What follows belongs to an exercise in optimizing a design on an open flow for a short achievable clock period and few clock cycles; a production flow would make more cautious choices. Only simulation tests tie the RTL to the original design; equivalence was not proved. No activity file was given, so power comes from the tool's default toggle rates.

Setup of wip/juniper:
Design rv_pipeline, start of the top module:
module rv_pipeline (
    input  logic             clock,
    input  logic             reset,
    input  logic [32-1:0] mem_rdata,
    output rv_pipeline_pkg::bus_cmd_e         mem_cmd,
    output logic [32-1:0] mem_addr,
    output logic [32-1:0] mem_wdata,
    output rv_pipeline_pkg::commit_t          commit,
    output logic             halted
);
Size in the first run: about 2,700 flip-flops.
Settings: LEC_CHECK=0, CAP_MARGIN=35, CORE_MARGIN=2, CORE_UTILIZATION=55, SETUP_SLACK_MARGIN=3.0, SLEW_MARGIN=35; clock period 6.0 ns.
run.sh (not shown) runs the stock make flow with config.mk's settings and CLKGATE_MAP_FILE= SYNTH_SCRIPT=/design/flow/synth_recipe.tcl, a recipe that flattens the netlist after the stock synthesis.
wip/juniper: all stages complete, timing, DRC and antenna checks passed
Testbench counts of wip/juniper, summed over its fixed seeds: cycles 100,653.
[inputs] wip/quartz vs wip/juniper
-- flow/design.v --
<<< wip/juniper, line 112
    logic [4:0]  e_rd;
    logic        e_wr, e_load, e_store, e_br, e_bne, e_pred, e_halt;
    logic        e_vbr, e_wrong;   
    logic [31:0] e_nb;             
    logic        e_op_add, e_op_sub, e_op_slt, e_op_xor, e_op_or, e_op_and;
    logic        e_fa, e_fb, e_fs;
>>> wip/quartz, line 112
    logic [4:0]  e_rd;
    logic        e_wr, e_load, e_store, e_br, e_bne, e_pred, e_halt;
    logic        e_op_add, e_op_sub, e_op_slt, e_op_xor, e_op_or, e_op_and;
    logic        e_fa, e_fb, e_fs;
<<< wip/juniper, line 195
    assign s01 = e_a + m_res;
    assign s11 = {m_res[30:0], 1'b0};
    assign d00 = e_a + e_nb + 32'd1;
    assign d10 = m_res + e_nb + 32'd1;
    assign d01 = e_a - m_res;
    assign e00 = (e_a == e_b);
>>> wip/quartz, line 193
    assign s01 = e_a + m_res;
    assign s11 = {m_res[30:0], 1'b0};
    assign d00 = e_a - e_b;
    assign d10 = m_res - e_b;
    assign d01 = e_a - m_res;
    assign e00 = (e_a == e_b);
<<< wip/juniper, line 219
    end
    assign taken      = eq ^ e_bne;
    assign mispredict = e_vbr && (eq == e_wrong);
    assign flush      = mispredict;
    localparam int NC = 8;
>>> wip/quartz, line 217
    end
    assign taken      = eq ^ e_bne;
    assign mispredict = e_v && e_br && (taken != e_pred);
    assign flush      = mispredict;
    localparam int NC = 8;
<<< wip/juniper, line 226
    logic [31:0]   c_inst [NC];
    logic [31:0]   c_tgt [NC];
    logic [31:0]   c_nxt [NC];     
    logic [2:0]    c_ptr;     
    logic          hit, h_pred;
    logic [31:0]   h_inst, h_tgt, h_nxt;
    always_comb begin
        h_inst = '0;
        h_tgt  = '0;
        h_nxt  = '0;
        for (int i = 0; i < NC; i++) begin
            hitv[i] = c_v[i] && (c_tag[i] == fpc[31:2]);
            h_inst  = h_inst | ({32{hitv[i]}} & c_inst[i]);
            h_tgt   = h_tgt  | ({32{hitv[i]}} & c_tgt[i]);
            h_nxt   = h_nxt  | ({32{hitv[i]}} & c_nxt[i]);
        end
        hit    = |hitv;
>>> wip/quartz, line 224
    logic [31:0]   c_inst [NC];
    logic [31:0]   c_tgt [NC];
    logic [2:0]    c_ptr;     
    logic          hit, h_pred;
    logic [31:0]   h_inst, h_tgt;
    always_comb begin
        h_inst = '0;
        h_tgt  = '0;
        for (int i = 0; i < NC; i++) begin
            hitv[i] = c_v[i] && (c_tag[i] == fpc[31:2]);
            h_inst  = h_inst | ({32{hitv[i]}} & c_inst[i]);
            h_tgt   = h_tgt  | ({32{hitv[i]}} & c_tgt[i]);
        end
        hit    = |hitv;
<<< wip/juniper, line 273
            c_pred[c_ptr] <= pred_taken(fill_inst);
            c_tgt[c_ptr]  <= fill_tgt;
            c_nxt[c_ptr]  <= pred_taken(fill_inst) ? fill_tgt : fill_pc + 32'd4;
        end
    end
>>> wip/quartz, line 268
            c_pred[c_ptr] <= pred_taken(fill_inst);
            c_tgt[c_ptr]  <= fill_tgt;
        end
    end
<<< wip/juniper, line 288
        if (reset)         fpc_n = 32'h0000_0000;
        else if (flush)    fpc_n = e_alt;
        else if (fetch_ok) fpc_n = m_dsel ? h_nxt : (f_pred ? f_tgt : fpc + 32'd4);
        else               fpc_n = fpc;
    end
>>> wip/quartz, line 282
        if (reset)         fpc_n = 32'h0000_0000;
        else if (flush)    fpc_n = e_alt;
        else if (fetch_ok) fpc_n = f_pred ? f_tgt : fpc + 32'd4;
        else               fpc_n = fpc;
    end
<<< wip/juniper, line 354
        if (reset) begin
            e_v    <= 1'b0;
            e_vbr  <= 1'b0;
            m_v    <= 1'b0;
            w_v    <= 1'b0;
>>> wip/quartz, line 348
        if (reset) begin
            e_v    <= 1'b0;
            m_v    <= 1'b0;
            w_v    <= 1'b0;
<<< wip/juniper, line 360
        end else begin
            e_v    <= issue;
            e_vbr  <= issue && d_br;
            m_v    <= e_v;
            w_v    <= m_v;
>>> wip/quartz, line 353
        end else begin
            e_v    <= issue;
            m_v    <= e_v;
            w_v    <= m_v;
<<< wip/juniper, line 370
        e_a      <= v1;
        e_b      <= (d_opi || d_load || d_store) ? (d_store ? imm_s : imm_i) : v2;
        e_nb     <= ~v2;
        e_sd     <= v2;
        e_rd     <= rd;
>>> wip/quartz, line 362
        e_a      <= v1;
        e_b      <= (d_opi || d_load || d_store) ? (d_store ? imm_s : imm_i) : v2;
        e_sd     <= v2;
        e_rd     <= rd;
<<< wip/juniper, line 379
        e_bne    <= f3[0];
        e_pred   <= d_pred;
        e_wrong  <= f3[0] ^ !d_pred;    
        e_alt    <= d_pred ? q0_pc + 32'd4 : q0_tgt;
        e_halt   <= d_sys;
>>> wip/quartz, line 370
        e_bne    <= f3[0];
        e_pred   <= d_pred;
        e_alt    <= d_pred ? q0_pc + 32'd4 : q0_tgt;
        e_halt   <= d_sys;
[summary]
The final reports for wip/quartz and wip/juniper show die boundary width lower in the former.
Compared wip/quartz vs wip/juniper, and met3 capacity usage during global routing is down in wip/quartz.
Between wip/juniper and wip/quartz, met2 global-route usage decreased.
The lower cell area of wip/quartz and wip/juniper is in wip/quartz.
From wip/quartz to wip/juniper, number of hold-slack violations in the final timing report did not move at all.
Area growth from synthesis to layout in wip/quartz is 2.7 points lower than in wip/juniper
On tap cell count, the higher figure sits with wip/juniper, not wip/quartz.
Number of detailed-routing iterations run before antenna repair down 1 in wip/quartz wrt wip/juniper
Relative to wip/juniper, the reported leakage power of wip/quartz is lower by 11%.
Number of flops mapped to enable cells by yosys was lower in wip/quartz than in wip/juniper.
Sequential power (wip/juniper / wip/quartz): 1.10
Between wip/quartz and wip/juniper, it is wip/quartz whose global-route wire length before repair is lower, by about 12%.
The total power number comes out lower for wip/quartz vs wip/juniper.
Count of cell types in the netlist for wip/quartz: 2.2% up relative to wip/juniper
Testbench counts of wip/quartz, summed over its fixed seeds: cycles 100,653.

[port drivers added, routing unchanged]
The flow's constraints put no driver on any port. The routed layouts listed below were extracted and timed again, unchanged, in two steps. Step 1 (the two cells are an assumption about what drives the block):
set clk [get_ports {clock}]
set_driving_cell -lib_cell sky130_fd_sc_hd__clkbuf_16 $clk
set_driving_cell -lib_cell sky130_fd_sc_hd__buf_2 [delete_from_list [all_inputs] $clk]
Step 2 also shifts input and output timing later by t, the mid clock arrival at the registers, as if the neighbouring blocks saw the same clock. Slacks: no drivers / after step 1 / after step 2; pairs: no drivers / after step 1.
run | t (ns) | setup slack, ns | worst setup path after step 2 | worst slew at a driven data input, ns | pins driven straight from the clock port
wip/juniper | 1.050 | 2.038 / 2.038 / 1.152 | input to register | 0.17 | 1
wip/quartz | 1.029 | 2.443 / 2.443 / 1.618 | input to register | 0.06 | 1
After both steps setup and hold are still met in every run listed. For wip/juniper, which loses most, drivers alone change the setup slack by 0.000 ns; drivers and shift together by -0.886 ns.
